This is an optimization exercise on Yosys and OpenROAD, whose aim is small area, a short achievable clock period and few clock cycles per item, not a production implementation. Where RTL was checked, it was by simulation tests only, not by an equivalence proof against the original. No functional check of the RTL was part of runs 2 and 3. Power figures rest on the tool's default switching activity, not on a simulated workload.

$ cat flow/flow/run.sh
#!/bin/bash
# Layout flow: the standard ORFS flow (standard.sh) with these changes:
#  - the ports get plain sky130_fd_sc_hd__buf_1 buffers instead of delay cells;
#  - if flow/abc.script exists, synthesis maps the logic with that ABC script in place
#    of ORFS's speed script (everything else in the synthesis is the standard flow's own script);
#  - settings in flow/env.sh (if any) are exported before the flow runs.
# Each tool's full output goes to the ORFS logs under orfs/logs; make's own output
# goes to flow_make.log here.
set -euo pipefail
W=$(pwd)
export BUFFER_PORTS_ARGS="-buffer_cell sky130_fd_sc_hd__buf_1"
if [[ -f flow/env.sh ]]; then source flow/env.sh; fi
SYN=$W/synth_recipe.tcl
if [[ -f flow/abc.script ]]; then
  cat > $W/flow_synth.tcl <<EOT
proc abc {args} {
  set i [lsearch -exact \$args -script]
  if {\$i >= 0} { lset args [expr {\$i + 1}] $W/flow/abc.script }
  yosys abc {*}\$args
}
source $W/synth_recipe.tcl
EOT
  SYN=$W/flow_synth.tcl
fi
sed "s#SYNTH_SCRIPT=$W/synth_recipe.tcl#SYNTH_SCRIPT=$SYN#" standard.sh > flow_standard.sh
bash flow_standard.sh > flow_make.log 2>&1
$ cat flow/standard.sh
#!/bin/bash
# synth_recipe.tcl (not shown) runs the flow's synth.tcl, then flattens the netlist and writes it again
# the make line also repeats each setting of config.mk as NAME=value (left out here)
make -C /OpenROAD-flow-scripts/flow DESIGN_CONFIG=/design/flow/config.mk WORK_HOME=/design/flow/orfs CLKGATE_MAP_FILE= SYNTH_SCRIPT=/design/flow/synth_recipe.tcl "${@:-finish}"
$ cat flow/config.mk
export PLATFORM = sky130hd
export DESIGN_NAME = gf_addsub_lanes
export DESIGN_NICKNAME = gf_addsub_lanes
export VERILOG_FILES = /design/flow/design.v
export SDC_FILE = /design/flow/constraint.sdc
export NUM_CORES = 4
export LEC_CHECK = 0
export CAP_MARGIN = 20
export CORE_MARGIN = 2
export CORE_UTILIZATION = 40
export GPL_TIMING_DRIVEN = 0
export SETUP_SLACK_MARGIN = 0.6
export SLEW_MARGIN = 20
$ cat flow/constraint.sdc
create_clock -name core_clock -period 5.5 [get_ports {i_clk}]
set_input_delay 1.1000 -clock core_clock [delete_from_list [all_inputs] [get_ports {i_clk}]]
set_output_delay 1.1000 -clock core_clock [all_outputs]
set_load 0.01 [all_outputs]
$ cat flow/design.v
module gf_addsub_lanes #(
    parameter int               WIDTH   = 32,
    parameter logic [WIDTH-1:0] MODULUS = 32'hec940e71,
    parameter int               LANES   = 4
) (
    input  logic                     i_clk,
    input  logic                     i_rst,
    input  logic                     i_valid,
    output logic                     o_ready,
    input  logic [1:0]               i_op,
    input  logic [LANES*WIDTH-1:0]   i_a,
    input  logic [LANES*WIDTH-1:0]   i_b,
    output logic                     o_valid,
    input  logic                     i_ready,
    output logic [LANES*WIDTH-1:0]   o_out,
    output logic [LANES-1:0]         o_err
);
    localparam int PREFIX = 0;
    localparam int LOGW   = 5;   
    function automatic logic [WIDTH:0] carries(input logic [WIDTH-1:0] g,
                                               input logic [WIDTH-1:0] p,
                                               input logic             cin);
        logic [WIDTH-1:0] gg, pp, gn, pn;
        gg    = g;
        pp    = p;
        gg[0] = g[0] | (p[0] & cin);
        if (PREFIX == 0) begin
            for (int l = 0; l < LOGW; l++) begin
                gn = gg;
                pn = pp;
                for (int i = 0; i < WIDTH; i++) begin
                    if ((i >> l) & 1) begin
                        gn[i] = gg[i] | (pp[i] & gg[((i >> l) << l) - 1]);
                        pn[i] = pp[i] & pp[((i >> l) << l) - 1];
                    end
                end
                gg = gn;
                pp = pn;
            end
        end else if (PREFIX == 1) begin
            for (int l = 0; l < LOGW; l++) begin
                for (int i = 0; i < WIDTH; i++) begin
                    if (((i + 1) % (2 << l)) == 0) begin
                        gg[i] = gg[i] | (pp[i] & gg[i - (1 << l)]);
                        pp[i] = pp[i] & pp[i - (1 << l)];
                    end
                end
            end
            for (int l = LOGW - 2; l >= 0; l--) begin
                for (int i = 0; i < WIDTH; i++) begin
                    if (((i + 1) % (2 << l)) == (1 << l) && i >= (2 << l)) begin
                        gg[i] = gg[i] | (pp[i] & gg[i - (1 << l)]);
                        pp[i] = pp[i] & pp[i - (1 << l)];
                    end
                end
            end
        end else begin
            for (int l = 0; l < LOGW; l++) begin
                gn = gg;
                pn = pp;
                for (int i = 0; i < WIDTH; i++) begin
                    if (i >= (1 << l)) begin
                        gn[i] = gg[i] | (pp[i] & gg[i - (1 << l)]);
                        pn[i] = pp[i] & pp[i - (1 << l)];
                    end
                end
                gg = gn;
                pp = pn;
            end
        end
        carries = {gg, cin};
    endfunction
    logic sub_c, neg_c;
    assign sub_c = i_op[0] ^ i_op[1];
    assign neg_c = i_op[1] & ~i_op[0];
    logic [LANES-1:0][WIDTH-1:0] v_c;
    logic [LANES-1:0]            co_c;
    logic [LANES-1:0]            err_c;
    for (genvar k = 0; k < LANES; k++) begin : g_front
        logic [WIDTH-1:0] a, b, x, y, yi;
        logic [WIDTH:0]   c1;
        assign a = i_a[k*WIDTH +: WIDTH];
        assign b = i_b[k*WIDTH +: WIDTH];
        assign err_c[k] = (a >= MODULUS) | ((b >= MODULUS) & ~i_op[1]);
        assign x  = a & {WIDTH{~neg_c}};
        assign y  = (a & {WIDTH{neg_c}}) | (b & {WIDTH{~i_op[1]}});
        assign yi = y ^ {WIDTH{sub_c}};
        assign c1      = carries(x & yi, x ^ yi, sub_c);
        assign v_c[k]  = ~(x ^ y) ^ c1[WIDTH-1:0];
        assign co_c[k] = c1[WIDTH];
    end
    logic [LANES-1:0][WIDTH-1:0] v_q;
    logic [LANES-1:0]            co_q;
    logic                        sub_q;
    assign o_ready = ~o_valid | i_ready;
    always_ff @(posedge i_clk) begin
        if (i_rst) begin
            o_valid <= 1'b0;
        end else if (o_ready) begin
            o_valid <= i_valid;
        end
    end
    always_ff @(posedge i_clk) begin
        if (o_ready) begin
            v_q   <= v_c;
            co_q  <= co_c;
            sub_q <= sub_c;
            o_err <= err_c;
        end
    end
    for (genvar k = 0; k < LANES; k++) begin : g_back
        logic [WIDTH-1:0] v, d;
        logic [WIDTH:0]   cw;
        logic             pick;
        assign v    = v_q[k];
        assign cw   = carries(v & MODULUS, v | MODULUS, 1'b0);
        assign d    = MODULUS ^ cw[WIDTH-1:0];
        assign pick = sub_q ? ~co_q[k] : (co_q[k] | ~cw[WIDTH]);
        assign o_out[k*WIDTH +: WIDTH] = v ^ {WIDTH{~sub_q}} ^ (d & {WIDTH{pick}});
    end
endmodule
==> summary.md, run 1 <==
| Metric | Value |
|---|---|
| Status | no timing/DRC/antenna violations |
| Clk pwr share | 15.0% |
| DIE WIDTH | 221 µm |
| Yosys cell types | 82 |
| WHS Path Cells | 2 |
| WHS Endpoint | o_valid |
| Most used DFF post-synth | edfxtp_1 |
| Avg Cell Area, Syn | 8.26 µm² |
| Final Cycle Share | 87.4% |
| Worst Hold Launch | i_rst |
| Root Driver | clkbuf_16 |
| Final nets | 3096 |
| Worst Setup End Kind | flip-flop |
| Vias per std cell | 5.60 |
| Hold Path Class | primary input to flip-flop |
| Syn_nets | roughly 2700 |
| Global-route wire length before repair | 103000 µm |
| Initial DRC count | roughly 1200 |
| Hold Slack | 0.776 ns |
| Layout area overhead | 19.1% |
| Share of layout cells above drive strength 1 | just under 7% |
| Grt ovf | 0 |
| Synth area leaders | edfxtp_1 22%, xnor2_1 17%, ha_1 8.3% |
| Sequential share of the synthesized area | 22.0% |
| Drc violations | 0 |
| F_max | 0.208 GHz |
| Dpl hpwl | 54600 µm |
| Final setup viols | 0 |
| Switching Fraction | 46.7% |
| R2R Path End | v_q[46] |
| Die area | 48800 µm² |
| Unrepaired setup endpoints after global routing | true |
| Max_cap viols | 0 |
| Yosys warning total | 1 |
| Gpl congestion | 0.904 |
| Final min period | 4.81 ns |
| Int Pwr | about 4300 µW |
| Initial antenna violation count | 2 |
| CTS Hold Bufs | 0 |
| Comb pwr share | 61.3% |
| Crit path arrival time | 5.01 ns |
| Sequential power share | 23.8% |
| Vias in the first global route | 17900 |
| Worst Setup SP | i_op[1] |
| Site Rows | 79 |
| Largest net degree at the start of global routing | 44 |
| Fin. Hold Viols | 0 |
| Finished Layout Cells | between 3000 and 4000 |
| Slew headroom | between 20% and 30% |
| Clk slew on worst S/H paths | 0.06 ns |
| Largest fanout on the critical path | 10 |
| Synth Cell Area | 18800 µm² |
| FFs w/ async S/R, synth | 0% |
| Die H | 221 µm |
| Max clock buf depth | 2 |
| Leakage | roughly 0.009 µW |
| PwrDens | 358 nW/µm² |
| Initial Utilization | 40.4% |
| Max Transition Viols Final | 0 |
| Port Buffer Count | 395 |
| Post-Syn Instances | 2279 |
| Via count | 18600 |
| Io pins | 396 |
| Average wire per cell in the routed design | slightly above 20 µm |
| EDFF count, synth | 137 |
| GRT Total Usage | between 20% and 30% |
| Total Power | 8030 µW |
| Post-DRT Antenna Nets | 0 |
| P_sw | between 3000 and 4000 µW |
| Register-to-Register Path Depth | 3 |
| Routed WL | between 60000 and 70000 µm |
| FF-to-FF Start | o_valid |
| Maximum VDD drop | 214 µV |
| Share of the synthesized area in the top cell type | 21.8% |
| TritonCTS Buffers | 17 |
| DRT Pass-1 Iters | 5 |
| Synthesized flop and latch total | 138 |
| # H-tree levels | 4 |
| TritonCTS clock tree | yes |
| Worst setup SP type | primary input |
| Worst-Margin Slew | 1.07 ns |
| Sum of negative setup slack | 0 ns |
| Placed cell count | 3284 |
| WS Path Type | primary input to flip-flop |
| Reg-to-reg slack, setup | 3.92 ns |
| Yosys top cell by area | edfxtp_1 |
| Clock Latency Late Sink | 0.47 ns |
| Clock Skew | 0.00912 ns |
| Data required, critical path | 5.70 ns |
| Sink Count | 138 |
| Core Footprint | approximately 47000 µm² |
==> cells in the mapped netlist, types with 6 or more instances <==
| master | number |
|---|---|
| xor2_1 | 108 |
| ha_1 | 125 |
| nor2_1 | 219 |
| and3_1 | 8 |
| clkbuf_1 | 64 |
| nor3_1 | 31 |
| a2111oi_0 | 7 |
| and2_1 | 11 |
| nor3b_1 | 13 |
| a21boi_0 | 11 |
| nand4_1 | 30 |
| inv_1 | 35 |
| nand3b_1 | 7 |
| edfxtp_1 | 137 |
| or3_1 | 7 |
| xnor2_1 | 364 |
| buf_1 | 8 |
| a21o_1 | 163 |
| o21ai_0 | 66 |
| nor2b_1 | 246 |
| a221oi_1 | 6 |
| o31ai_1 | 8 |
| o211ai_1 | 7 |
| nand3_1 | 46 |
| nor4_1 | 19 |
| o21bai_1 | 16 |
| a21oi_1 | 214 |
| o21a_1 | 7 |
| or4_1 | 6 |
| nand2b_1 | 23 |
| a211oi_1 | 11 |
| o311ai_0 | 6 |
| or2_2 | 8 |
| buf_2 | 11 |
| mux2i_1 | 16 |
| a31oi_1 | 21 |
| and4_1 | 17 |
| nand2_1 | 92 |
| o2111ai_1 | 7 |
==> flip-flops by register name, summed over array words and instances (netlist names) <==
register,cells
v_q,128
o_err,4
sub_q,1
o_valid,1
co_q,4
==> worst max-delay path, cell delays in order <==
cell and delay [ns]:
buf_4 0.20, clkbuf_8 0.31, clkbuf_8 0.30, clkbuf_2 0.36, nor2b_1 0.13, a21oi_1 0.17
xnor2_1 0.14, ha_1 0.30, a21oi_1 0.17, o21ai_0 0.16, a221o_1 0.43, nand3b_1 0.23
o21ai_4 0.24, o221ai_4 0.18, a2111oi_1 0.45, nor3_1 0.10
==> repair_timing <==
action	4_1_cts	5_1_grt
setup buffers	4	9
setup endpoints to repair	146	60
pin swaps	4	6
gates resized for setup	100	60
==> per-stage QoR <==
stage	util [%]	setup slack (ns)	cell area [µm²]
finish	48.2	0.694	22400
global route	48.2	0.524	22400
CTS	47.5	0.598	22100
detailed placement	45.5	-2.31	21200
global placement	45.3	-2.61	21100
floorplan	-	0.645	18800
==> final cells by class <==
type,instances,area [µm²]
antenna,1,2.50
buffer,86,569
clock buffer,19,433
clock inverter,13,153
fill,4597,24100
inverter,36,138
multi-input combinational,2019,14600
sequential,138,4130
tap,607,759
timing repair buffer,411,1650
==> worst max-delay path by stage <==
stage	depth (start not counted)	endpoint
2_1_floorplan	16	v_q[62]
3_3_place_gp	18	v_q[31]
3_5_place_dp	17	v_q[95]
4_1_cts	18	v_q[95]
5_1_grt	15	v_q[30]
6_report	16	v_q[30]
==> logic make-up (layout without fill, tap and decap cells) <==
logic type,after synthesis,in the layout,share of synthesized area (%)
compound gates,612,612,21.9
other cells,0,1,0
fa+ha+maj,125,125,8.31
simple gates,789,789,22.1
xor+xnor,472,472,22.0
flops,138,138,22.0
mux,21,21,1.15
buf+inv,122,565,2.59
==> power groups by stage <==
stage | Clock (µW) | Combinational, µW | Sequential [µW]
CTS | 1220 | 4810 | 1900
finish | 1200 | 4920 | 1910
global placement | 0 | 4660 | 1910
global route | 1260 | 5320 | 1950
detailed placement | 0 | 4710 | 1910
floorplan | 0 | 3230 | 1840
==> cell usage in the layout, fill, tap and decap left out, drive strengths merged, types with 8 or more instances in the layout <==
cell type,n
nand2,92
clkbuf,78
a21oi,215
a31oi,21
o21bai,16
o21ai,71
xnor2,364
a2111oi,11
buf,438
ha,125
o311ai,9
inv,36
nor4,19
mux2i,16
nor2,219
a211oi,12
nor3b,15
nand4,30
nor2b,246
and3,8
and2,11
a21boi,11
and4,17
or2,9
o31ai,9
edfxtp,137
nand3,46
nor3,31
clkinv,8
nand2b,23
xor2,108
o211ai,8
a21o,163
==> per-layer routing <==
metal	wire length (µm)	up-vias	global-route usage [%]
met1	30200	8912	34.9
li1	-	9015	-
met3	3610	85	3.24
met2	33300	628	47.3
met4	1820	0	9.20
met5	0	-	0
Testbench counts, summed over its fixed seeds: cycles 12,008, items 12,000.
==> inputs of run 2 (changes only) <==
--- a/flow/design.v
+++ b/flow/design.v
@@ -16,14 +16,16 @@
     output logic [LANES-1:0]         o_err
 );
-    localparam int PREFIX = 0;
+    localparam int PREFIX_A = 0;
+    localparam int PREFIX_B = 1;
     localparam int LOGW   = 5;   
     function automatic logic [WIDTH:0] carries(input logic [WIDTH-1:0] g,
                                                input logic [WIDTH-1:0] p,
-                                               input logic             cin);
+                                               input logic             cin,
+                                               input int               style);
         logic [WIDTH-1:0] gg, pp, gn, pn;
         gg    = g;
         pp    = p;
         gg[0] = g[0] | (p[0] & cin);
-        if (PREFIX == 0) begin
+        if (style == 0) begin
             for (int l = 0; l < LOGW; l++) begin
                 gn = gg;
@@ -38,5 +40,5 @@
                 pp = pn;
             end
-        end else if (PREFIX == 1) begin
+        end else if (style == 1) begin
             for (int l = 0; l < LOGW; l++) begin
                 for (int i = 0; i < WIDTH; i++) begin
@@ -86,5 +88,5 @@
         assign y  = (a & {WIDTH{neg_c}}) | (b & {WIDTH{~i_op[1]}});
         assign yi = y ^ {WIDTH{sub_c}};
-        assign c1      = carries(x & yi, x ^ yi, sub_c);
+        assign c1      = carries(x & yi, x ^ yi, sub_c, PREFIX_A);
         assign v_c[k]  = ~(x ^ y) ^ c1[WIDTH-1:0];
         assign co_c[k] = c1[WIDTH];
@@ -114,5 +116,5 @@
         logic             pick;
         assign v    = v_q[k];
-        assign cw   = carries(v & MODULUS, v | MODULUS, 1'b0);
+        assign cw   = carries(v & MODULUS, v | MODULUS, 1'b0, PREFIX_B);
         assign d    = MODULUS ^ cw[WIDTH-1:0];
         assign pick = sub_q ? ~co_q[k] : (co_q[k] | ~cw[WIDTH]);
--- a/flow/config.mk
+++ b/flow/config.mk
@@ -10,4 +10,4 @@
 export CORE_UTILIZATION = 40
 export GPL_TIMING_DRIVEN = 0
-export SETUP_SLACK_MARGIN = 0.6
+export SETUP_SLACK_MARGIN = 1.0
 export SLEW_MARGIN = 20
==> run 2 against run 1 <==
Compared with the run above: sequential share of layout area decreased by 1.2 points; die area decreased by 1.3%; combinational power increased by 12%; worst hold slack improved by 0.036 ns; fmax increased by 6.4%; synthesized cell count decreased by 1.9%; sequential power about the same; worst setup slack improved by 0.29 ns; largest cell class unchanged.
==> summary.md, run 2 <==
| Metric | Value |
|---|---|
| Status | no timing/DRC/antenna violations |
| Largest family of logic cells by synthesized area | compound AO/OA/AOI/OAI gates |
| WHS Path Cells | 2 (unchanged) |
| Global-route wire length before repair | 101000 µm (-1.5%) |
| Site Rows | 78 (-1.3%) |
| Final Cycle Share | 82.2% (-5.2 points) |
| Avg Cell Area, Syn | 8.32 µm² (+0.63%) |
| Sink Count | 138 (unchanged) |
| PwrDens | 360 nW/µm² (+0.61%) |
| Post-route cell area | 24000 µm² (+7.0%) |
| Most used DFF post-synth | edfxtp_1 |
| Register area | 4130 µm² (unchanged) |
| Leakage | 0.0102 µW (+14%) |
| DRT Pass-1 Iters | 5 (unchanged) |
| EDFF count, synth | 137 (unchanged) |
| Via count | 18700 (+0.53%) |
| Io pins | 396 (unchanged) |
| Data required, critical path | 4.40 ns (-1.30 ns) |
| Multi-input logic area | 15000 µm² (+2.6%) |
| Synth area leaders | edfxtp_1 22%, xnor2_1 14%, nor2b_1 8.8% |
| Initial Utilization | 40.8% (+0.33 points) |
| Worst Setup End Kind | output pin |
| Largest net degree at the start of global routing | 55 (+25%) |
| Max clock buf depth | 2 (unchanged) |
| Synth Cell Area | 18600 µm² (-1.3%) |
| Final nets | 3146 (+1.6%) |
| Commonest cells after routing, fill and taps aside | 346 x buf_1, 275 x xnor2_1, 254 x nor2b_1, 212 x nor2_1, 196 x a21o_1 |
| Max Transition Viols Final | 0 (unchanged) |
| Average wire per cell in the routed design | 20.8 µm (+0.69%) |
| Core Footprint | 45600 µm² (-2.1%) |
| WS Path Type | flip-flop to output pin |
| Setup ws final | 0.981 ns (+0.287 ns) |
| Layout area overhead | 29.1% |
| Yosys top cell by area | edfxtp_1 |
| Crit path arrival time | 3.42 ns (-1.59 ns) |
| CTS Hold Bufs | 0 (unchanged) |
| Biggest regs | v_q: 128 flops, co_q: 4 flops, o_err: 4 flops |
| Unrepaired setup endpoints after global routing | true |
| Max_cap viols | 0 (unchanged) |
| Simple-gate area share of the yosys netlist | 21.6% (-0.49 points) |
| Root Driver | clkbuf_16 |
| Yosys cell types | 75 (-8.5%) |
| Reg with most FFs | v_q |
| Initial DRC count | 1331 (+7.0%) |
| Reg-to-reg slack, setup | 3.90 ns (-0.02 ns) |
| Largest fanout on the critical path | 5 (-5) |
| Gpl congestion | 0.885 (-2.2%) |
| Die area | 48200 µm² (-1.3%) |
| Number of fill cells | 4272 (-7.1%) |
| Fin. Hold Viols | 0 (unchanged) |
| Dpl hpwl | 53800 µm (-1.5%) |
| # H-tree levels | 4 (unchanged) |
| Clk slew on worst S/H paths | 0.06 ns (about the same) |
| Routed WL | 70400 µm (+2.1%) |
| TritonCTS Buffers | 17 (unchanged) |
| Number of flip-flops in the largest register | 128 (unchanged) |
| Pre-CTS WS | -1.27 ns (+1.04 ns) |
| Share of layout cells above drive strength 1 | 15.9% (+9.1 points) |
| Vias per std cell | 5.55 (-0.87%) |
| Fraction of the mapped netlist area in compound gates | 23.0% (+1.1 points) |
| Synth cell count leaders | 297 x xnor2_1, 260 x nor2b_1, 218 x a21oi_1 |
| Port Buffer Count | 395 (unchanged) |
| Cell with the most instances after synthesis | xnor2_1 |
| Grt ovf | 0 (unchanged) |
| Final setup viols | 0 (unchanged) |
| Clock Skew | 0.00960 ns (+0.000477 ns) |
| Hold Path Class | primary input to flip-flop |
| Synthesized flop and latch total | 138 (unchanged) |
| Worst-Margin Slew | 1.01 ns (-0.0644 ns) |
| F_max | 0.221 GHz (+6.4%) |
| DP Area | 21100 µm² (-0.22%) |
| Vias in the first global route | 17700 (-0.96%) |
| Yosys warning total | 1 (unchanged) |
| Total Power | 8640 µW (+7.6%) |
| Register-to-Register Path Depth | 2 (-1) |
| Post-DRT Antenna Nets | 0 (unchanged) |
| DIE WIDTH | 220 µm (-0.64%) |
| Final min period | 4.52 ns (-0.287 ns) |
| Syn_nets | 2622 (-1.7%) |
| Sequential share of the synthesized area | 22.2% (+0.29 points) |
| GRT Total Usage | 28.0% (+0.73 points) |
| Initial antenna violation count | 8 (+6) |
| Die H | 220 µm (-0.64%) |
| Share of the synthesized area in the top cell type | 22.1% (+0.29 points) |
| Worst setup SP type | flip-flop |
| FFs w/ async S/R, synth | 0% (unchanged) |
| Post-Synth Adder-Cell Area | 8.42% (+0.11 points) |
| Post-Syn Instances | 2235 (-1.9%) |
| Mux cell area share after synthesis | 2.24% (+1.1 points) |
| TritonCTS clock tree | yes |
| Clock Latency Late Sink | 0.45 ns (-0.02 ns) |
| Drc violations | 0 (unchanged) |
| Slew headroom | 32.7% (+4.3 points) |
| Maximum VDD drop | 365 µV (+71%) |
| Commonest non-fill, non-tap cell in the layout | buf_1 |
| Post-Synth XOR/XNOR Area | 20.1% (-1.9 points) |
[run 2: cell count changes after synthesis, moves of 12 or more]
cell	before	now
nor3b_1	13	1
a21o_1	163	197
nor2b_1	246	260
xnor2_1	364	297
xor2_1	108	129
mux2i_1	16	37
[run 2: through the flow]
stage / util (%) / cells / setup TNS [ns] / hold WS [ns]
floorplan: - / 2235 / 0 / 1.17
global placement: 46.2 / 3230 / -51.59 / 1.27
detailed placement: 46.3 / 3233 / -62.57 / 1.07
CTS: 50.3 / 3333 / 0 / 0.799
global route: 52.6 / 3377 / 0 / 0.824
finish: 52.6 / 3377 / 0 / 0.811
[run 2: path summary, 6_finish.rpt]
check           from   endpoint
max           v_q[1]  o_out[25]
max reg2reg  o_valid    v_q[45]
min            i_rst    o_valid
min reg2reg  o_valid    o_valid
[run 2: area by class of cell]
type / instances / area share [%]
Multi-Input combinational cell: 1982 / 62.4
Timing Repair Buffer: 505 / 10.9
Clock buffer: 24 / 1.97
Inverter: 27 / 0.495
Clock inverter: 8 / 0.501
Buffer: 88 / 3.31
Sequential cell: 138 / 17.2
Tap cell: 600 / 3.13
Antenna cell: 5 / 0.0522
[run 2: worst max-delay path: stages (launching register included)]
cell      delay [ns]
edfxtp_1        0.44
and4_4          0.24
o311a_4         0.36
o211ai_1        0.16
buf_4           0.17
o21a_1          0.16
o211ai_1        0.16
nor4_2          0.21
buf_4           0.19
or2_4           0.21
buf_8           0.16
nand3_2         0.10
xnor2_2         0.23
buf_2           0.17
[run 2: repair_timing]
| item | CTS | global route |
|---|---|---|
| gates cloned | 3 | 1 |
| setup buffers | 65 | 38 |
| endpoints found under the setup margin | 235 | 120 |
| resized for setup | 173 | 216 |
| pin swaps | 65 | 110 |
[run 2: layer usage]
metal / GRT usage [%] / share of wire [%] / vias to the layer above
met3: 4.84 / 6.1 / 134
met1: 35.8 / 43 / 8885
met2: 46.7 / 47 / 656
met4: 11.2 / 3.8 / 4
met5: 0 / 0.036 / -
li1: - / - / 9060
[run 2: kinds of logic (layout without fill, tap and decap cells)]
logic type,Yosys count,in the layout
and+or+nand+nor,764,764
AOI/OAI and AO/OA,626,626
xor gates and xnor gates,426,426
DFF,138,138
adders and majority gates,125,125
buffers and inverters,115,652
muxes,41,41
other,0,5
[run 2: power by group]
| group | switching (µW) | internal (µW) | leakage [µW] | total (µW) |
|---|---|---|---|---|
| sequential | 334 | 1580 | 0.00145 | 1910 |
| combinational | 3070 | 2450 | 0.00846 | 5520 |
| clock | 480 | 735 | 0.000284 | 1220 |
==> inputs of run 3 (changes only) <==
--- a/flow/design.v
+++ b/flow/design.v
@@ -16,5 +16,5 @@
     output logic [LANES-1:0]         o_err
 );
-    localparam int PREFIX_A = 0;
+    localparam int PREFIX_A = 1;
     localparam int PREFIX_B = 1;
     localparam int LOGW   = 5;   
==> run 3 against run 2 <==
Compared with the run above: worst hold slack got worse by 0.060 ns; worst setup slack got worse by 0.25 ns; register-to-register slack better by 0.08 ns; clock power grew 14%; critical path depth unchanged; utilization is 0.45 points higher; sequential share of layout area decreased by 0.072 points.
==> summary.md, run 3 <==
| Metric | Value |
|---|---|
| Final setup viols | 0 (unchanged) |
| Sequential share of the synthesized area | 22.5% (+0.28 points) |
| Int Pwr | 4790 µW (+0.74%) |
| Syn_nets | 2606 (-0.61%) |
| Average wire per cell in the routed design | 21.2 µm (+1.8%) |
| Cell with the most instances after synthesis | a21oi_1 |
| CP max-delay cell | edfxtp_1 |
| Port Buffer Count | 395 (unchanged) |
| Yosys top cell by area | edfxtp_1 |
| Gpl congestion | 0.948 (+7.1%) |
| Data required, critical path | 4.40 ns (about the same) |
| CTS Hold Bufs | 0 (unchanged) |
| Synthesized flop and latch total | 138 (unchanged) |
| Hold Path Class | primary input to flip-flop |
| EDFF count, synth | 137 (unchanged) |
| Max Transition Viols Final | 0 (unchanged) |
| F_max | 0.210 GHz (-5.2%) |
| Clock Latency Late Sink | 0.50 ns (+0.05 ns) |
| Initial DRC count | 1163 (-13%) |
| Max_cap viols | 0 (unchanged) |
| Sequential power share | 22.4% (+0.3 points) |
| Synth cell count leaders | 264 x a21oi_1, 260 x nor2b_1, 225 x nor2_1 |
| Yosys cell types | 79 (+5.3%) |
| Slew headroom | 33.4% (+0.63 points) |
| Drc violations | 0 (unchanged) |
| Core Footprint | 45400 µm² (-0.43%) |
| Simple-gate area share of the yosys netlist | 21.3% (-0.30 points) |
| Unrepaired setup endpoints after global routing | true |
| Initial Utilization | 40.4% (-0.33 points) |
| Biggest regs | v_q: 128 flops, co_q: 4 flops, o_err: 4 flops |
| Synth area leaders | edfxtp_1 22%, xnor2_1 10%, nor2b_1 8.9% |
| Total Power | 8540 µW (-1.1%) |
| Vias in the first global route | 18100 (+2.3%) |
| Commonest non-fill, non-tap cell in the layout | buf_1 |
| TritonCTS Buffers | 17 (unchanged) |
| Most used DFF post-synth | edfxtp_1 |
| # H-tree levels | 4 (unchanged) |
| Clock Skew | 0.00934 ns (-0.000253 ns) |
| Leakage | 0.0101 µW (-0.50%) |
| Io pins | 396 (unchanged) |
| Routed WL | 71300 µm (+1.3%) |
| Die H | 218 µm (-0.61%) |
| Largest fanout on the critical path | 6 (+1) |
| PwrDens | 355 nW/µm² (-1.6%) |
| Largest family of logic cells by synthesized area | compound AO/OA/AOI/OAI gates |
| Post-DRT Antenna Nets | 0 (unchanged) |
| Number of flip-flops in the largest register | 128 (unchanged) |
| Clk pwr share | 16.3% (+2.2 points) |
| Site Rows | 78 (unchanged) |
| Post-Syn Instances | 2219 (-0.72%) |
| Clk slew on worst S/H paths | 0.06 ns (about the same) |
| Reg with most FFs | v_q |
| Sink Count | 138 (unchanged) |
| Grt ovf | 0 (unchanged) |
| Synth Cell Area | 18400 µm² (-1.2%) |
| Final nets | 3131 (-0.48%) |
| DRT Pass-1 Iters | 5 (unchanged) |
| Share of the synthesized area in the top cell type | 22.4% (+0.28 points) |
| Worst setup SP type | flip-flop |
| Multi-input logic area | 14800 µm² (-1.4%) |
| Worst Setup End Kind | output pin |
| Via count | 19000 (+1.2%) |
| Max clock buf depth | 2 (unchanged) |
| P_sw | 3750 µW (-3.5%) |
| Global-route wire length before repair | 104000 µm (+2.6%) |
| WS Path Type | flip-flop to output pin |
| Fin. Hold Viols | 0 (unchanged) |
| Comb pwr share | 61.3% (-2.5 points) |
| Avg Cell Area, Syn | 8.27 µm² (-0.53%) |
| Critical-path cell list | buf_6, a41o_4, o311a_4, o41a_4, a2111oi_4, o31a_2, nor2_2, a21oi_4, buf_12, buf_8, mux2i_1, xor2_1, buf_2 |
| Initial antenna violation count | 7 (-1) |
| Share of layout cells above drive strength 1 | 17.1% (+1.1 points) |
| Largest net degree at the start of global routing | 55 (unchanged) |
| Layout area overhead | 31.2% |
| Fraction of the mapped netlist area in compound gates | 21.7% (-1.3 points) |
| Register area | 4130 µm² (unchanged) |
| FFs w/ async S/R, synth | 0% (unchanged) |
| Crit path arrival time | 3.67 ns (+0.25 ns) |
| Yosys warning total | 1 (unchanged) |
| GRT Total Usage | 29.0% (+1.0 points) |
| Hold Slack | 0.752 ns (-0.0596 ns) |
| Largest stage delay on the critical path | 0.39 ns (-0.05 ns) |
| Vias per std cell | 5.64 (+1.7%) |
| Die area | 47600 µm² (-1.2%) |
| TritonCTS clock tree | yes |
| Final min period | 4.77 ns (+0.247 ns) |
| Dpl hpwl | 54100 µm (+0.59%) |
| Number of fill cells | 4322 (+1.2%) |
| DIE WIDTH | 218 µm (-0.61%) |
| Switching Fraction | 43.9% (-1.1 points) |
| Root Driver | clkbuf_16 |
| Worst-Margin Slew | 1.00 ns (-0.00941 ns) |
| Mux cell area share after synthesis | 5.58% (+3.3 points) |
| Final Cycle Share | 86.7% (+4.5 points) |
| Commonest cells after routing, fill and taps aside | 344 x buf_1, 235 x nor2b_1, 220 x nor2_1, 211 x a21oi_1, 205 x xnor2_1 |
| Status | no timing/DRC/antenna violations |
| Maximum VDD drop | 219 µV (-40%) |
| Post-Synth Adder-Cell Area | 8.52% (+0.11 points) |
| Post-Synth XOR/XNOR Area | 17.7% (-2.4 points) |
[run 3: cell types whose count changed in the layout (fill, tap and decap cells not counted), moves of 15 or more]
cell / before / now
mux2i_1: 30 / 75
xnor2_2: 21 / 5
xnor2_1: 275 / 205
nor2b_1: 254 / 235
a21o_1: 196 / 145
xor2_1: 122 / 156
mux2i_2: 2 / 17
a21oi_1: 176 / 211
[run 3: power groups by stage]
| stage | clock, µW | combinational [µW] | sequential [µW] |
|---|---|---|---|
| global placement | 0 | 4290 | 1900 |
| CTS | 1410 | 4820 | 1890 |
| floorplan | 0 | 3020 | 1830 |
| finish | 1390 | 5230 | 1910 |
| global route | 1440 | 5640 | 1960 |
| detailed placement | 0 | 4360 | 1900 |
[run 3: metal layers]
layer / wire (µm) / share of wire, % / GRT usage, % / vias up
li1: - / - / - / 9043
met1: 30400 / 43 / 37.0 / 9139
met2: 34200 / 48 / 48.5 / 664
met3: 4240 / 5.9 / 4.54 / 113
met4: 2470 / 3.5 / 12.2 / 4
met5: 27 / 0.038 / 0 / -
[run 3: cell type report]
type	count	area share [%]
repair buffers	506	10.9
plain buffers	91	4.10
clock inverters	13	1.02
inverters	29	0.535
flip-flops and latches	138	17.2
clock buffers	19	1.80
well taps	600	3.12
diodes	4	0.0415
multi-input cells	1961	61.3
[run 3: timing repair]
item	in CTS	in global routing
endpoints found under the setup margin	232	131
buffers inserted	59	44
gates resized for setup	205	232
cloned	2	4
pin swaps	49	90
[run 3: stage by stage]
step	setup slack, ns	cells	area (µm²)	util [%]	setup TNS, ns
after floorplan	0.915	2219	18600	-	0
after global placement	-1.25	3214	20900	46.0	-59.98
after detailed placement	-0.997	3216	20900	46.1	-37.66
after CTS	0.624	3309	22900	50.4	0
after global routing	0.618	3361	24100	53.1	0
final	0.734	3361	24100	53.1	0
[run 3: worst paths after layout]
kind	startpoint	to	slack [ns]	cells past startpoint
worst max-delay path	v_q[32]	o_out[36]	0.73	13
worst min-delay path	i_rst	o_valid	0.75	2
worst max register to register	o_valid	v_q[79]	3.98	2
worst min register to register	o_valid	o_valid	0.96	2
[run 3: kinds of logic (layout without fill, tap and decap cells)]
logic type,after synthesis,in the layout
AO/OA/AOI/OAI,613,613
XOR/XNOR,370,370
adder cells (fa/ha/maj),125,125
buffers and inverters,120,658
flip-flops,138,138
multiplexers,101,101
other,0,4
AND/OR/NAND/NOR,752,752
[run 3: worst max-delay path: cells and delay by family, from the launching register on]
| family | cells | cell delay, ns |
|---|---|---|
| AND/OR/NAND/NOR | 1 | 0.06 |
| AO/OA/AOI/OAI | 6 | 1.74 |
| flip-flops | 1 | 0.39 |
| buffers and inverters | 4 | 0.60 |
| multiplexers | 1 | 0.08 |
| XOR/XNOR | 1 | 0.29 |
==> inputs of run 4 (changes only) <==
--- a/flow/design.v
+++ b/flow/design.v
@@ -17,5 +17,5 @@
 );
     localparam int PREFIX_A = 1;
-    localparam int PREFIX_B = 1;
+    localparam int PREFIX_B = 0;
     localparam int LOGW   = 5;   
     function automatic logic [WIDTH:0] carries(input logic [WIDTH-1:0] g,
--- a/flow/config.mk
+++ b/flow/config.mk
@@ -10,4 +10,4 @@
 export CORE_UTILIZATION = 40
 export GPL_TIMING_DRIVEN = 0
-export SETUP_SLACK_MARGIN = 1.0
+export SETUP_SLACK_MARGIN = 0.8
 export SLEW_MARGIN = 20
==> run 4 against run 3 <==
Compared with the run above: clock power shrank about 10%; design area is 9.0% lower; combinational power shrank 9.9%; clock skew is 0.0023 ns higher; final cell count shrank 3.1%; first-iteration DRC count decreased by 4.7%; critical path type is now primary input to flip-flop; largest cell class unchanged; highest routed layer is now met4.
==> summary.md, run 4 <==
| Metric | Value |
|---|---|
| Routed WL | 67000 µm (-6.0%) |
| EDFF count, synth | 137 (unchanged) |
| Cell with the most instances after synthesis | xnor2_1 |
| Slew headroom | 39.8% (+6.4 points) |
| FFs w/ async S/R, synth | 0% (unchanged) |
| Site Rows | 78 (unchanged) |
| TritonCTS clock tree | yes |
| Root Driver | clkbuf_16 |
| Largest fanout on the critical path | 10 (+4) |
| Final nets | 3026 (-3.4%) |
| Leakage | 0.00901 µW (-11%) |
| Largest stage delay on the critical path | 0.34 ns (-0.05 ns) |
| Pre-CTS WS | -1.23 ns (-0.235 ns) |
| Final Cycle Share | 84.0% (-2.6 points) |
| Yosys cell types | 79 (unchanged) |
| CP max-delay cell | ha_1 |
| Placed cell count | 3203 (-0.40%) |
| Yosys top cell by area | edfxtp_1 |
| Commonest non-fill, non-tap cell in the layout | buf_1 |
| Fin. Hold Viols | 0 (unchanged) |
| Drc violations | 0 (unchanged) |
| Critical-path cell list | clkbuf_4, ha_4, clkbuf_4, clkbuf_16, clkbuf_8, buf_4, a21oi_1, xnor2_1, ha_1, a21oi_1, nand2_1, a211o_1, a21o_1, and3b_1, o211ai_1, o211ai_1, a31oi_1, xnor2_1 |
| Hold Slack | 0.802 ns (+0.0504 ns) |
| Gpl congestion | 0.911 (-3.8%) |
| Biggest regs | v_q: 128 flops, co_q: 4 flops, o_err: 4 flops |
| Crit path arrival time | 4.82 ns (+1.15 ns) |
| PwrDens | 359 nW/µm² (+1.3%) |
| Layout area overhead | 19.1% |
| Reg with most FFs | v_q |
| TritonCTS Buffers | 17 (unchanged) |
| Syn_nets | 2592 (-0.54%) |
| Global-route wire length before repair | 98400 µm (-5.1%) |
| Synth area leaders | edfxtp_1 22%, xnor2_1 13%, nor2b_1 9.0% |
| DRT Pass-1 Iters | 5 (unchanged) |
| Critical path buffers and inverters | 5 (+1) |
| Clock Skew | 0.0116 ns (+0.00229 ns) |
| Clock Latency Late Sink | 0.46 ns (-0.04 ns) |
| Post-DRT Antenna Nets | 0 (unchanged) |
| Max Transition Viols Final | 0 (unchanged) |
| Worst path depth | 18 (+5) |
| Most used DFF post-synth | edfxtp_1 |
| Synth cell count leaders | 282 x xnor2_1, 266 x nor2b_1, 251 x a21oi_1 |
| Vias per std cell | 5.53 (-2.0%) |
| WS Path Type | primary input to flip-flop |
| Io pins | 396 (unchanged) |
| Port Buffer Count | 395 (unchanged) |
| Status | no timing/DRC/antenna violations |
| DIE WIDTH | 219 µm (+0.14%) |
| Multi-input logic area | 14000 µm² (-5.2%) |
| Dpl hpwl | 52600 µm (-2.6%) |
| Sink Count | 138 (unchanged) |
| Maximum VDD drop | 198 µV (-9.3%) |
| Share of layout cells above drive strength 1 | 7.28% (-9.8 points) |
| Setup ws final | 0.880 ns (+0.146 ns) |
| Die area | 47700 µm² (+0.28%) |
| Hold Path Class | primary input to flip-flop |
| Avg Cell Area, Syn | 8.35 µm² (+0.92%) |
| Initial Utilization | 40.6% (+0.11 points) |
| WHS Path Cells | 2 (unchanged) |
| Synthesized flop and latch total | 138 (unchanged) |
| Max clock buf depth | 2 (unchanged) |
| Yosys warning total | 1 (unchanged) |
| GRT Total Usage | 27.3% (-1.7 points) |
| Register-to-Register Path Depth | 2 (unchanged) |
| Sequential share of the synthesized area | 22.5% (-0.063 points) |
| Synth Cell Area | 18400 µm² (+0.28%) |
| Unrepaired setup endpoints after global routing | true |
| Vias in the first global route | 17400 (-3.9%) |
| Initial antenna violation count | 5 (-2) |
| Data required, critical path | 5.69 ns (+1.29 ns) |
| Post-Syn Instances | 2205 (-0.63%) |
| Clk slew on worst S/H paths | 0.07 ns (about the same) |
| Final min period | 4.62 ns (-0.146 ns) |
| Average wire per cell in the routed design | 20.6 µm (-3.0%) |
| Max_cap viols | 0 (unchanged) |
| Register area | 4130 µm² (unchanged) |
| Share of the synthesized area in the top cell type | 22.4% (-0.062 points) |
| Final setup viols | 0 (unchanged) |
| Total Power | 7870 µW (-7.8%) |
| Number of fill cells | 4500 (+4.1%) |
| Initial DRC count | 1108 (-4.7%) |
| F_max | 0.216 GHz (+3.2%) |
| Via count | 18000 (-5.0%) |
| Sum of negative setup slack | 0 ns (unchanged) |
| # H-tree levels | 4 (unchanged) |
| Worst-Margin Slew | 0.903 ns (-0.0967 ns) |
| Finished Layout Cells | 3258 (-3.1%) |
| CP top delay family | compound AO/OA/AOI/OAI gates |
| Commonest cells after routing, fill and taps aside | 393 x buf_1, 278 x xnor2_1, 265 x nor2b_1, 250 x a21oi_1, 211 x nor2_1 |
| Die H | 219 µm (+0.14%) |
| Worst setup SP type | primary input |
| Largest net degree at the start of global routing | 56 (+1.8%) |
| Worst Setup End Kind | flip-flop |
| Grt ovf | 0 (unchanged) |
| Number of flip-flops in the largest register | 128 (unchanged) |
| Core Footprint | 45400 µm² (unchanged) |
## run 4: changes by cell type in the layout (fill, tap and decap cells not counted), sizes merged, moves of 5 or more
cell,delta
o31ai,-9
xor2,-25
nor2,-15
buf,-96
a41o,-5
mux2i,-27
nor2b,+6
nand2,+12
and2,-6
o21bai,+7
a21o,-8
a21oi,-13
nand3,+6
xnor2,+72
## run 4: timing repair
item                                    4_1_cts  5_1_grt
gates resized for setup                      77       66
endpoints found under the setup margin      182      101
buffers inserted                              5       12
pin swaps                                     5       16
hold buffers                                  0        0
## run 4: layout make-up
| cell class | count | share of cell area (%) |
|---|---|---|
| multi-input cells | 1947 | 63.8 |
| flip-flops and latches | 138 | 18.9 |
| repair buffers | 415 | 7.74 |
| well taps | 600 | 3.42 |
| plain buffers | 87 | 2.74 |
| clock buffers | 20 | 1.99 |
| clock inverters | 12 | 0.799 |
| inverters | 33 | 0.565 |
| diodes | 6 | 0.0685 |
## run 4: worst paths after layout
kind / startpoint / endpoint / slack, ns
max: i_op[1] / v_q[63] / 0.88
min: i_rst / o_valid / 0.80
max reg2reg: o_valid / v_q[53] / 3.88
min reg2reg: o_valid / o_valid / 1.07
## run 4: stage by stage
step / utilization (%) / cell area, µm²
floorplan: - / 18400
global route: 48.3 / 21900
CTS: 47.7 / 21600
global placement: 45.5 / 20700
finish: 48.3 / 21900
detailed placement: 45.7 / 20700
## run 4: routing by layer
metal / wire, µm / part of all wire, % / GRT usage, % / vias up
li1: - / - / - / 8716
met1: 29200 / 44 / 34.8 / 8587
met2: 31900 / 48 / 46.1 / 596
met3: 3510 / 5.2 / 3.55 / 118
met4: 2360 / 3.5 / 12.4 / 0
met5: 0 / 0 / 0 / -
## run 4: cells by family (layout without fill, tap and decap cells)
| logic type | after synthesis | after routing | share of synthesized area (%) |
|---|---|---|---|
| fa+ha+maj | 125 | 125 | 8.50 |
| mux | 76 | 76 | 4.79 |
| other cells | 0 | 6 | 0 |
| buf+inv | 120 | 567 | 2.84 |
| xor+xnor | 417 | 417 | 19.8 |
| flops | 138 | 138 | 22.5 |
| compound gates | 572 | 572 | 20.2 |
| simple gates | 757 | 757 | 21.4 |
## run 4: power breakdown
| part | internal [µW] | switching [µW] |
|---|---|---|
| registers | 1580 | 332 |
| logic | 1950 | 2760 |
| clock network | 757 | 496 |
| total | 4280 | 3590 |
Testbench counts of run 4, summed over its fixed seeds: cycles 12,008, items 12,000.
==> inputs of run 5 (changes only) <==
--- a/flow/config.mk
+++ b/flow/config.mk
@@ -10,4 +10,4 @@
 export CORE_UTILIZATION = 40
 export GPL_TIMING_DRIVEN = 0
-export SETUP_SLACK_MARGIN = 0.8
+export SETUP_SLACK_MARGIN = 1.2
 export SLEW_MARGIN = 20
==> run 5 against run 4 <==
Compared with the run above: largest power group unchanged; clock power is 5% lower; register-to-register slack worse by 0.23 ns; flip-flop and latch count unchanged; final cell count up 2.4%; utilization rose by 5.1 points; total power up 14%; design area rose by 11%; sequential share of layout area shrank 1.8 points; first-iteration DRC count is 0.63% higher; worst setup slack better by 0.073 ns.
==> summary.md, run 5 <==
| Metric | Value |
|---|---|
| # H-tree levels | 4 (unchanged) |
| Worst-Margin Slew | 0.851 ns (-0.0516 ns) |
| DRT Pass-1 Iters | 5 (unchanged) |
| Io pins | 396 (unchanged) |
| Critical-path cell list | a41o_1, o311a_4, o2111ai_4, a21oi_4, or2_1, buf_6, o41ai_4, buf_6, buf_12, nand4_1, xnor2_2, buf_2 |
| Cell with the most instances after synthesis | xnor2_1 |
| Yosys cell types | 79 (unchanged) |
| TritonCTS Buffers | 17 (unchanged) |
| WS Path Type | flip-flop to output pin |
| Clock Skew | 0.00532 ns (-0.00631 ns) |
| Sink Count | 138 (unchanged) |
| Sequential share of the synthesized area | 22.5% (unchanged) |
| Slew headroom | 43.2% (+3.4 points) |
| Finished Layout Cells | 3337 (+2.4%) |
| Share of layout cells above drive strength 1 | 19.4% (+12 points) |
| Unrepaired setup endpoints after global routing | true |
| Via count | 18700 (+3.7%) |
| EDFF count, synth | 137 (unchanged) |
| Total Power | 9000 µW (+14%) |
| Vias per std cell | 5.60 (+1.2%) |
| Register area | 4130 µm² (unchanged) |
| Commonest non-fill, non-tap cell in the layout | buf_1 |
| Routed WL | 71200 µm (+6.2%) |
| Layout area overhead | 31.8% |
| TritonCTS clock tree | yes |
| Worst path most repeated cell | buf_6 |
| Site Rows | 78 (unchanged) |
| GRT Total Usage | 28.8% (+1.5 points) |
| Largest net degree at the start of global routing | 50 (-11%) |
| Max Transition Viols Final | 0 (unchanged) |
| CP max-delay cell | edfxtp_1 |
| Largest fanout on the critical path | 6 (-4) |
| Number of flip-flops in the largest register | 128 (unchanged) |
| Leakage | 0.0101 µW (+12%) |
| Die H | 219 µm (unchanged) |
| Initial DRC count | 1115 (+0.63%) |
| Root Driver | clkbuf_16 |
| Commonest cells after routing, fill and taps aside | 299 x buf_1, 261 x xnor2_1, 257 x nor2b_1, 217 x a21oi_1, 204 x nor2_1 |
| DIE WIDTH | 219 µm (unchanged) |
| Number of fill cells | 4224 (-6.1%) |
| Final Core Density | 53.5% (+5.1 points) |
| Drc violations | 0 (unchanged) |
| Synthesized flop and latch total | 138 (unchanged) |
| Worst setup SP type | flip-flop |
| Clock Latency Late Sink | 0.46 ns (about the same) |
| Status | no timing/DRC/antenna violations |
| Placed cell count | 3202 (-0.031%) |
| Post-DRT Antenna Nets | 0 (unchanged) |
| Largest stage delay on the critical path | 0.40 ns (+0.06 ns) |
| Post-Syn Instances | 2205 (unchanged) |
| Syn_nets | 2592 (unchanged) |
| Max clock buf depth | 2 (unchanged) |
| Global-route wire length before repair | 104000 µm (+5.5%) |
| Average wire per cell in the routed design | 21.3 µm (+3.7%) |
| F_max | 0.220 GHz (+1.6%) |
| Final Cycle Share | 82.7% (-1.3 points) |
| Final setup viols | 0 (unchanged) |
| Core Footprint | 45400 µm² (unchanged) |
| Multi-input logic area | 15200 µm² (+8.5%) |
| Port Buffer Count | 395 (unchanged) |
| Dpl hpwl | 53900 µm (+2.5%) |
| Initial antenna violation count | 7 (+2) |
| Avg Cell Area, Syn | 8.35 µm² (unchanged) |
| Clk slew on worst S/H paths | 0.06 ns (about the same) |
| Synth cell count leaders | 282 x xnor2_1, 266 x nor2b_1, 251 x a21oi_1 |
| Final nets | 3107 (+2.7%) |
| Reg with most FFs | v_q |
| Synth area leaders | edfxtp_1 22%, xnor2_1 13%, nor2b_1 9.0% |
| FFs w/ async S/R, synth | 0% (unchanged) |
| Data required, critical path | 4.40 ns (-1.29 ns) |
| Final min period | 4.55 ns (-0.0732 ns) |
| Gpl congestion | 0.984 (+7.9%) |
| Maximum VDD drop | 188 µV (-5.3%) |
| Max_cap viols | 0 (unchanged) |
| Grt ovf | 0 (unchanged) |
| Initial Utilization | 40.6% (unchanged) |
| PwrDens | 371 nW/µm² (+3.3%) |
| Biggest regs | v_q: 128 flops, co_q: 4 flops, o_err: 4 flops |
| Crit path arrival time | 3.45 ns (-1.37 ns) |
| Share of the synthesized area in the top cell type | 22.4% (unchanged) |
| Die area | 47700 µm² (unchanged) |
| Worst Setup End Kind | output pin |
| Hold Path Class | primary input to flip-flop |
| Yosys top cell by area | edfxtp_1 |
| Most used DFF post-synth | edfxtp_1 |
| Fin. Hold Viols | 0 (unchanged) |
| Synth Cell Area | 18400 µm² (unchanged) |
| Yosys warning total | 1 (unchanged) |
| Vias in the first global route | 18200 (+4.3%) |
[run 5: changes by cell type in the layout (fill, tap and decap cells not counted), sizes merged]
cell / change
inv: +1
bufinv: -1
clkbuf: -14
buf: +93
clkdlybuf4s15: -1
clkinv: +3
diode: -1
clkinvlp: -1
[run 5: cell type report]
class | count | area share, %
sequential | 138 | 17.0
timing repair buffer | 496 | 10.9
multi-input combinational | 1947 | 62.6
clock inverter | 14 | 0.639
buffer | 87 | 3.42
inverter | 33 | 0.521
clock buffer | 17 | 1.75
tap | 600 | 3.09
antenna | 5 | 0.0516
[run 5: where the power goes]
| group | total (µW) | switching [µW] | internal, µW |
|---|---|---|---|
| sequential | 1930 | 356 | 1580 |
| combinational | 5880 | 3140 | 2740 |
| clock | 1190 | 485 | 703 |
| total | 9000 | 3980 | 5020 |
[run 5: per-layer routing]
metal  GRT usage (%)  routed length (µm)
met1            36.0               29500
met2            48.1               33400
met3            5.04                4810
met4            13.7                3490
met5               0                  46
[run 5: final timing paths]
path / from / to / slack [ns] / cells past startpoint
worst max register to register: o_valid / o_err[3] / 3.65 / 3
worst min-delay path: i_rst / o_valid / 0.79 / 2
worst min register to register: o_valid / o_valid / 1.04 / 2
worst max-delay path: v_q[65] / o_out[67] / 0.95 / 12
[run 5: cell families after synthesis]
group                      after synthesis  share of synthesized area, %
adders and majority gates              125                          8.50
buffers and inverters                  120                          2.84
muxes                                   76                          4.79
xor gates and xnor gates               417                          19.8
DFF                                    138                          22.5
and+or+nand+nor                        757                          21.4
AOI/OAI and AO/OA                      572                          20.2
[run 5: what timing repair did]
item                       4_1_cts  5_1_grt
hold endpoints to repair         0        0
setup endpoints to repair      246      172
pin swaps                       74       97
gates resized for setup        298      263
hold buffers                     0        0
gates cloned                     6        1
buffers inserted                55       37
[run 5: per-stage QoR]
stage / setup slack, ns / hold WS (ns) / TNS [ns] / cell area, µm²
3_3_place_gp: -0.988 / 1.25 / -52.82 / 20800
4_1_cts: 0.906 / 0.772 / 0 / 23000
6_report: 0.953 / 0.790 / 0 / 24300
5_1_grt: 0.867 / 0.800 / 0 / 24300
2_1_floorplan: 1.12 / 1.17 / 0 / 18500
3_5_place_dp: -1.12 / 1.09 / -60.46 / 20800
[run 5: critical path: cells and delay by family, from the launching register on]
| kind | cells | cell delay (ns) |
|---|---|---|
| and+or+nand+nor | 2 | 0.39 |
| DFF | 1 | 0.40 |
| buffers and inverters | 4 | 0.65 |
| xor gates and xnor gates | 1 | 0.25 |
| AOI/OAI and AO/OA | 5 | 1.28 |
==> inputs of run 6 (changes only) <==
--- a/flow/config.mk
+++ b/flow/config.mk
@@ -10,4 +10,4 @@
 export CORE_UTILIZATION = 40
 export GPL_TIMING_DRIVEN = 0
-export SETUP_SLACK_MARGIN = 1.2
+export SETUP_SLACK_MARGIN = 1.0
 export SLEW_MARGIN = 20
==> run 6 against run 5 <==
Compared with the run above: sequential power is essentially flat; still clean on timing, DRC and antenna; combinational power decreased by 17%; design area down 8.1%; global-route usage down 1.6 points; largest cell class unchanged; clock-buffer cell count grew 3.
==> summary.md, run 6 <==
| Metric | Value |
|---|---|
| Status | no timing/DRC/antenna violations |
| Yosys warning total | 1 (unchanged) |
| Leakage | 0.00922 µW (-8.4%) |
| Sequential power share | 24.1% (+2.6 points) |
| Post-Syn Instances | 2205 (unchanged) |
| Final setup viols | 0 (unchanged) |
| Largest fanout on the critical path | 5 (-1) |
| Port Buffer Count | 395 (unchanged) |
| Yosys cell types | 79 (unchanged) |
| Die H | 219 µm (unchanged) |
| GRT Total Usage | 27.2% (-1.6 points) |
| Synth area leaders | edfxtp_1 22%, xnor2_1 13%, nor2b_1 9.0% |
| Switching Fraction | 45.7% (+1.5 points) |
| Synth cell count leaders | 282 x xnor2_1, 266 x nor2b_1, 251 x a21oi_1 |
| Final nets | 3049 (-1.9%) |
| Unrepaired setup endpoints after global routing | true |
| Average wire per cell in the routed design | 20.4 µm (-4.6%) |
| Drc violations | 0 (unchanged) |
| DRT Pass-1 Iters | 6 (+1) |
| Grt ovf | 0 (unchanged) |
| Root Driver | clkbuf_16 |
| TritonCTS clock tree | yes |
| Share of layout cells above drive strength 1 | 9.35% (-10 points) |
| PwrDens | 355 nW/µm² (-4.3%) |
| Die area | 47700 µm² (unchanged) |
| Vias in the first global route | 17400 (-4.4%) |
| Number of flip-flops in the largest register | 128 (unchanged) |
| Commonest non-fill, non-tap cell in the layout | buf_1 |
| TritonCTS Buffers | 17 (unchanged) |
| Worst setup SP type | flip-flop |
| Maximum VDD drop | 201 µV (+6.9%) |
| Data required, critical path | 4.40 ns (about the same) |
| Cell with the most instances after synthesis | xnor2_1 |
| Global-route wire length before repair | 98200 µm (-5.4%) |
| Largest net degree at the start of global routing | 54 (+8.0%) |
| Synth Cell Area | 18400 µm² (unchanged) |
| Sequential share of the synthesized area | 22.5% (unchanged) |
| Max_cap viols | 0 (unchanged) |
| Vias per std cell | 5.54 (-1.1%) |
| Clock Latency Late Sink | 0.45 ns (about the same) |
| Hold Slack | 0.807 ns (+0.0168 ns) |
| FFs w/ async S/R, synth | 0% (unchanged) |
| Comb pwr share | 61.6% (-3.7 points) |
| Synthesized flop and latch total | 138 (unchanged) |
| Crit path arrival time | 3.34 ns (-0.11 ns) |
| Max clock buf depth | 2 (unchanged) |
| Multi-input logic area | 14200 µm² (-6.7%) |
| Layout area overhead | 21.2% |
| Via count | 18200 (-2.8%) |
| Dpl hpwl | 52300 µm (-3.1%) |
| Io pins | 396 (unchanged) |
| Register area | 4130 µm² (unchanged) |
| EDFF count, synth | 137 (unchanged) |
| Initial DRC count | 1114 (-0.090%) |
| Slew headroom | 37.8% (-5.4 points) |
| Share of the synthesized area in the top cell type | 22.4% (unchanged) |
| Core Footprint | 45400 µm² (unchanged) |
| Placed cell count | 3202 (unchanged) |
| Int Pwr | 4290 µW (-14%) |
| # H-tree levels | 4 (unchanged) |
| Yosys top cell by area | edfxtp_1 |
| Hold Path Class | primary input to flip-flop |
| Most used DFF post-synth | edfxtp_1 |
| WS Path Type | flip-flop to output pin |
| Clk slew on worst S/H paths | 0.06 ns (about the same) |
| Initial Utilization | 40.6% (unchanged) |
| Worst Setup End Kind | output pin |
| DIE WIDTH | 219 µm (unchanged) |
| Biggest regs | v_q: 128 flops, co_q: 4 flops, o_err: 4 flops |
| Max Transition Viols Final | 0 (unchanged) |
| Sum of negative setup slack | 0 ns (unchanged) |
| Sink Count | 138 (unchanged) |
| Fin. Hold Viols | 0 (unchanged) |
| F_max | 0.225 GHz (+2.5%) |
| Commonest cells after routing, fill and taps aside | 380 x buf_1, 273 x xnor2_1, 264 x nor2b_1, 244 x a21oi_1, 211 x nor2_1 |
| CTS Hold Bufs | 0 (unchanged) |
| Clock Skew | 0.00570 ns (+0.000378 ns) |
| Worst-Margin Slew | 0.933 ns (+0.0813 ns) |
| Post-DRT Antenna Nets | 0 (unchanged) |
| Reg with most FFs | v_q |
| Site Rows | 78 (unchanged) |
| P_sw | 3620 µW (-9.1%) |
| Final Cycle Share | 80.7% (-2.0 points) |
| Syn_nets | 2592 (unchanged) |
| Gpl congestion | 0.901 (-8.4%) |
| Final min period | 4.44 ns (-0.109 ns) |
| Finished Layout Cells | 3281 (-1.7%) |
| Number of fill cells | 4485 (+6.2%) |
| Avg Cell Area, Syn | 8.35 µm² (unchanged) |
| Clk pwr share | 14.3% (+1.1 points) |
| Initial antenna violation count | 10 (+3) |
| Routed WL | 66800 µm (-6.2%) |
-- run 6: cell counts after synthesis --
No cell type changed its count.
-- run 6: final timing paths --
path           start        end  slack (ns)  cells after the start
max reg2reg  o_valid    v_q[13]        3.99                      2
min            i_rst    o_valid        0.81                      2
max           v_q[0]  o_out[28]        1.06                     11
min reg2reg  o_valid    o_valid        0.96                      2
-- run 6: critical path, cell delays in order, from the launching register on --
cell and delay, ns:
edfxtp_1 0.38, buf_6 0.14, a41o_4 0.28, o311ai_4 0.35, a211oi_4 0.15, o311ai_4 0.33, buf_4 0.21, and2_1 0.19
mux2_2 0.34, o21ai_0 0.14, o21a_1 0.20, buf_1 0.17
-- run 6: logic make-up (layout without fill, tap and decap cells) --
group / Yosys count / after routing / synth area share, %
AND/OR/NAND/NOR: 757 / 757 / 21.4
adder cells (fa/ha/maj): 125 / 125 / 8.50
XOR/XNOR: 417 / 417 / 19.8
multiplexers: 76 / 76 / 4.79
AO/OA/AOI/OAI: 572 / 572 / 20.2
flip-flops: 138 / 138 / 22.5
other: 0 / 6 / 0
buffers and inverters: 120 / 590 / 2.84
-- run 6: area by class of cell --
cell class	count	area share [%]
Timing Repair Buffer	438	8.46
Clock inverter	12	0.477
Antenna cell	6	0.0673
Buffer	87	3.07
Tap cell	600	3.37
Sequential cell	138	18.5
Clock buffer	20	1.96
Inverter	33	0.555
Multi-Input combinational cell	1947	63.5
-- run 6: what timing repair did --
item,CTS,global route
pin swaps,21,27
cloned,0,1
setup endpoints to repair,235,129
resized for setup,125,78
setup buffers,24,16
-- run 6: stage by stage --
stage	total power, µW	cell area, µm²	util (%)	setup WS [ns]
3_5_place_dp	6420	20700	45.7	-1.25
2_1_floorplan	4950	18400	-	1.00
6_report	7920	22300	49.1	1.06
4_1_cts	7800	21900	48.3	1.00
3_3_place_gp	6340	20700	45.6	-1.35
5_1_grt	8410	22300	49.1	0.948
-- run 6: power groups by stage --
stage / clock network [µW] / registers (µW) / logic (µW)
after detailed placement: 0 / 1910 / 4510
after CTS: 1160 / 1900 / 4750
after floorplan: 0 / 1830 / 3120
final: 1130 / 1900 / 4880
after global placement: 0 / 1910 / 4440
after global routing: 1190 / 1950 / 5280
-- run 6: layer usage --
layer	routed length, µm	track usage (%)	vias to the layer above
met5	28	0	-
met4	2070	11.7	4
met3	3710	3.44	106
met2	32500	46.3	613
met1	28500	34.4	8688
li1	-	-	8753
==> inputs of run 7 (changes only) <==
--- a/flow/config.mk
+++ b/flow/config.mk
@@ -9,4 +9,5 @@
 export CORE_MARGIN = 2
 export CORE_UTILIZATION = 40
+export CTS_BUF_LIST = sky130_fd_sc_hd__clkbuf_4 sky130_fd_sc_hd__clkbuf_8
 export GPL_TIMING_DRIVEN = 0
 export SETUP_SLACK_MARGIN = 1.0
==> run 7 against run 6 <==
Compared with the run above: routed wire length rose by 0.93%; global-route usage rose by 0.20 points; still clean; non-clock buffer count rose by 10; critical endpoint is now o_out[31]; register-to-register slack barely moved; critical path type unchanged.
==> summary.md, run 7 <==
| Metric | Value |
|---|---|
| Root Driver | clkbuf_8 |
| TritonCTS Buffers | 17 (unchanged) |
| WHS Path Cells | 2 (unchanged) |
| Register-to-Register Path Depth | 2 (unchanged) |
| Via count | 18200 (-0.066%) |
| Final Cycle Share | 83.4% (+2.7 points) |
| Initial DRC count | 1063 (-4.6%) |
| WHS Endpoint | o_valid |
| Avg Cell Area, Syn | 8.35 µm² (unchanged) |
| Gpl congestion | 0.901 (unchanged) |
| Commonest non-fill, non-tap cell in the layout | buf_1 |
| TritonCTS clock tree | yes |
| Drc violations | 0 (unchanged) |
| Largest net degree at the start of global routing | 54 (unchanged) |
| DRT Pass-1 Iters | 6 (unchanged) |
| Crit path arrival time | 3.49 ns (+0.15 ns) |
| Max Transition Viols Final | 0 (unchanged) |
| F_max | 0.218 GHz (-3.3%) |
| Yosys top cell by area | edfxtp_1 |
| Status | no timing/DRC/antenna violations |
| Initial Utilization | 40.6% (unchanged) |
| PwrDens | 350 nW/µm² (-1.4%) |
| Clock Skew | 0.0107 ns (+0.00504 ns) |
| Final nets | 3059 (+0.33%) |
| Vias in the first global route | 17500 (+0.90%) |
| Sink Count | 138 (unchanged) |
| Cell with the most instances after synthesis | xnor2_1 |
| Final Core Density | 49.5% (+0.39 points) |
| Number of flip-flops in the largest register | 128 (unchanged) |
| Most used DFF post-synth | edfxtp_1 |
| Sequential share of the synthesized area | 22.5% (unchanged) |
| Synth area leaders | edfxtp_1 22%, xnor2_1 13%, nor2b_1 9.0% |
| Reg with most FFs | v_q |
| Slew headroom | 38.9% (+1.1 points) |
| Biggest regs | v_q: 128 flops, co_q: 4 flops, o_err: 4 flops |
| DIE WIDTH | 219 µm (unchanged) |
| Io pins | 396 (unchanged) |
| Site Rows | 78 (unchanged) |
| Average wire per cell in the routed design | 20.5 µm (+0.56%) |
| Data required, critical path | 4.40 ns (about the same) |
| Max_cap viols | 0 (unchanged) |
| Clock Latency Late Sink | 0.52 ns (+0.07 ns) |
| Clk slew on worst S/H paths | 0.08 ns (+0.02 ns) |
| Max clock buf depth | 2 (unchanged) |
| Finished Layout Cells | 3293 (+0.37%) |
| Fin. Hold Viols | 0 (unchanged) |
| # H-tree levels | 4 (unchanged) |
| Post-DRT Antenna Nets | 0 (unchanged) |
| Initial antenna violation count | 12 (+2) |
| Commonest cells after routing, fill and taps aside | 346 x buf_1, 267 x xnor2_1, 265 x nor2b_1, 246 x a21oi_1, 210 x nor2_1 |
| Number of fill cells | 4491 (+0.13%) |
| Layout area overhead | 22.1% |
| Worst Hold Launch | i_rst |
| Post-route cell area | 22500 µm² (+0.79%) |
| FF-to-FF Start | o_valid |
| Sum of negative setup slack | 0 ns (unchanged) |
| Maximum VDD drop | 202 µV (+0.72%) |
| Core Footprint | 45400 µm² (unchanged) |
| Die H | 219 µm (unchanged) |
| Port Buffer Count | 395 (unchanged) |
| Grt ovf | 0 (unchanged) |
| Synthesized flop and latch total | 138 (unchanged) |
| Largest fanout on the critical path | 5 (unchanged) |
| R2R Path End | v_q[8] |
| Global-route wire length before repair | 99000 µm (+0.76%) |
| EDFF count, synth | 137 (unchanged) |
| Dpl hpwl | 52300 µm (unchanged) |
| Routed WL | 67400 µm (+0.93%) |
| Synth Cell Area | 18400 µm² (unchanged) |
| Multi-input logic area | 14400 µm² (+1.4%) |
| GRT Total Usage | 27.4% (+0.20 points) |
| Reg-to-reg slack, setup | 3.98 ns (about the same) |
| Placed cell count | 3202 (unchanged) |
| Hold Path Class | primary input to flip-flop |
| Post-Syn Instances | 2205 (unchanged) |
| Final min period | 4.59 ns (+0.151 ns) |
| Vias per std cell | 5.51 (-0.43%) |
| WS Path Type | flip-flop to output pin |
| Yosys warning total | 1 (unchanged) |
| Synth cell count leaders | 282 x xnor2_1, 266 x nor2b_1, 251 x a21oi_1 |
| Share of the synthesized area in the top cell type | 22.4% (unchanged) |
| Final setup viols | 0 (unchanged) |
| Register area | 4130 µm² (unchanged) |
| Share of layout cells above drive strength 1 | 12.2% (+2.8 points) |
| Worst setup SP type | flip-flop |
| Leakage | 0.00932 µW (+1.1%) |
| Worst Setup End Kind | output pin |
| Die area | 47700 µm² (unchanged) |
| Syn_nets | 2592 (unchanged) |
| Unrepaired setup endpoints after global routing | true |
| Yosys cell types | 79 (unchanged) |
| FFs w/ async S/R, synth | 0% (unchanged) |
| DP Area | 20700 µm² (unchanged) |
| Worst-Margin Slew | 0.916 ns (-0.0167 ns) |
-- run 7: cell counts after synthesis --
No cell type changed its count.
-- run 7: worst max-delay path by stage --
stage          startpoint         to  slack (ns)  cells after the start
2_1_floorplan     i_op[0]    co_q[0]        1.00                     18
3_3_place_gp      i_op[1]    co_q[2]       -1.35                     16
3_5_place_dp      i_op[1]   v_q[127]       -1.25                     17
4_1_cts           v_q[64]  o_out[79]        0.98                     12
5_1_grt            v_q[1]  o_out[31]        0.86                     12
6_report           v_q[1]  o_out[31]        0.91                     12
-- run 7: cell families after synthesis --
logic type      Yosys count  share of synthesized area (%)
compound gates          572                           20.2
xor+xnor                417                           19.8
simple gates            757                           21.4
buf+inv                 120                           2.84
fa+ha+maj               125                           8.50
mux                      76                           4.79
flops                   138                           22.5
-- run 7: what timing repair did --
item | 4_1_cts | 5_1_grt
setup endpoints to repair | 245 | 145
pin swaps | 32 | 42
hold buffers | 0 | 0
gates cloned | 1 | 1
setup buffers | 34 | 15
resized for setup | 163 | 121
-- run 7: layer usage --
layer	share of wire, %	vias to the layer above	global-route usage [%]
met5	0.040	-	0
met4	3.6	4	11.9
met3	5.1	118	3.34
met2	48	592	46.6
met1	43	8665	34.7
li1	-	8773	-
-- run 7: worst max-delay path: stages (launching register included) --
cell,delay [ns]
edfxtp_1,0.43
a41o_4,0.33
o311ai_4,0.35
a211oi_4,0.15
o311ai_4,0.39
a21boi_2,0.13
buf_4,0.15
buf_4,0.14
or2_4,0.25
o21a_1,0.20
o21ai_2,0.15
o311ai_2,0.12
buf_2,0.18
-- run 7: where the power goes --
| part | switching [µW] | leakage, µW | internal [µW] |
|---|---|---|---|
| Combinational | 2890 | 0.00768 | 2230 |
| Clock | 444 | 0.000196 | 406 |
| Sequential | 330 | 0.00145 | 1580 |
| Total | 3660 | 0.00932 | 4210 |
-- run 7: through the flow --
stage,power (µW),hold WS (ns),setup WS [ns]
global placement,6340,1.25,-1.35
global route,8360,0.746,0.856
floorplan,4950,1.17,1.00
finish,7870,0.743,0.911
CTS,7650,0.694,0.981
detailed placement,6420,0.974,-1.25
-- run 7: layout make-up --
cell class / count / share of cell area [%]
Antenna cell: 8 / 0.0891
Buffer: 87 / 3.05
Clock buffer: 20 / 1.14
Clock inverter: 12 / 0.473
Inverter: 33 / 0.551
Multi-Input combinational cell: 1947 / 63.9
Sequential cell: 138 / 18.4
Tap cell: 600 / 3.34
Timing Repair Buffer: 448 / 9.08

-- separate check: timing with driven ports --
No port has a modelled driver above. Below, the same layouts with a new extraction and two added sets of constraints.
Step 1: set_driving_cell puts a clkbuf_16 on i_clk and a buf_2 on each other input, an assumption about the parent block.
Step 2, shift: input delay + t, output delay - t, t = (earliest + latest rising clock arrival at the registers) / 2. This alone moves slack from input paths to output paths.
Slacks: ideal ports / drivers / drivers and shift; pairs: ideal ports / drivers.
run	t, ns	slack for setup (ns)	latest minus earliest clock arrival (ns)
run 1	0.519	0.694 / 0.693 / 0.201	0.012 / 0.012
run 2	0.506	0.981 / 0.924 / 0.497	0.013 / 0.013
run 3	0.548	0.734 / 0.677 / 0.334	0.015 / 0.015
run 4	0.504	0.880 / 0.894 / 0.407	0.013 / 0.013
run 5	0.512	0.953 / 0.894 / 0.765	0.011 / 0.011
run 6	0.510	1.062 / 1.006 / 0.696	0.011 / 0.011
run 7	0.567	0.911 / 0.858 / 0.628	0.019 / 0.020
After both steps setup and hold are still met in every run listed. The setup slack of run 1, which loses most, moves by -0.001 ns with the drivers and by -0.493 ns with both steps.
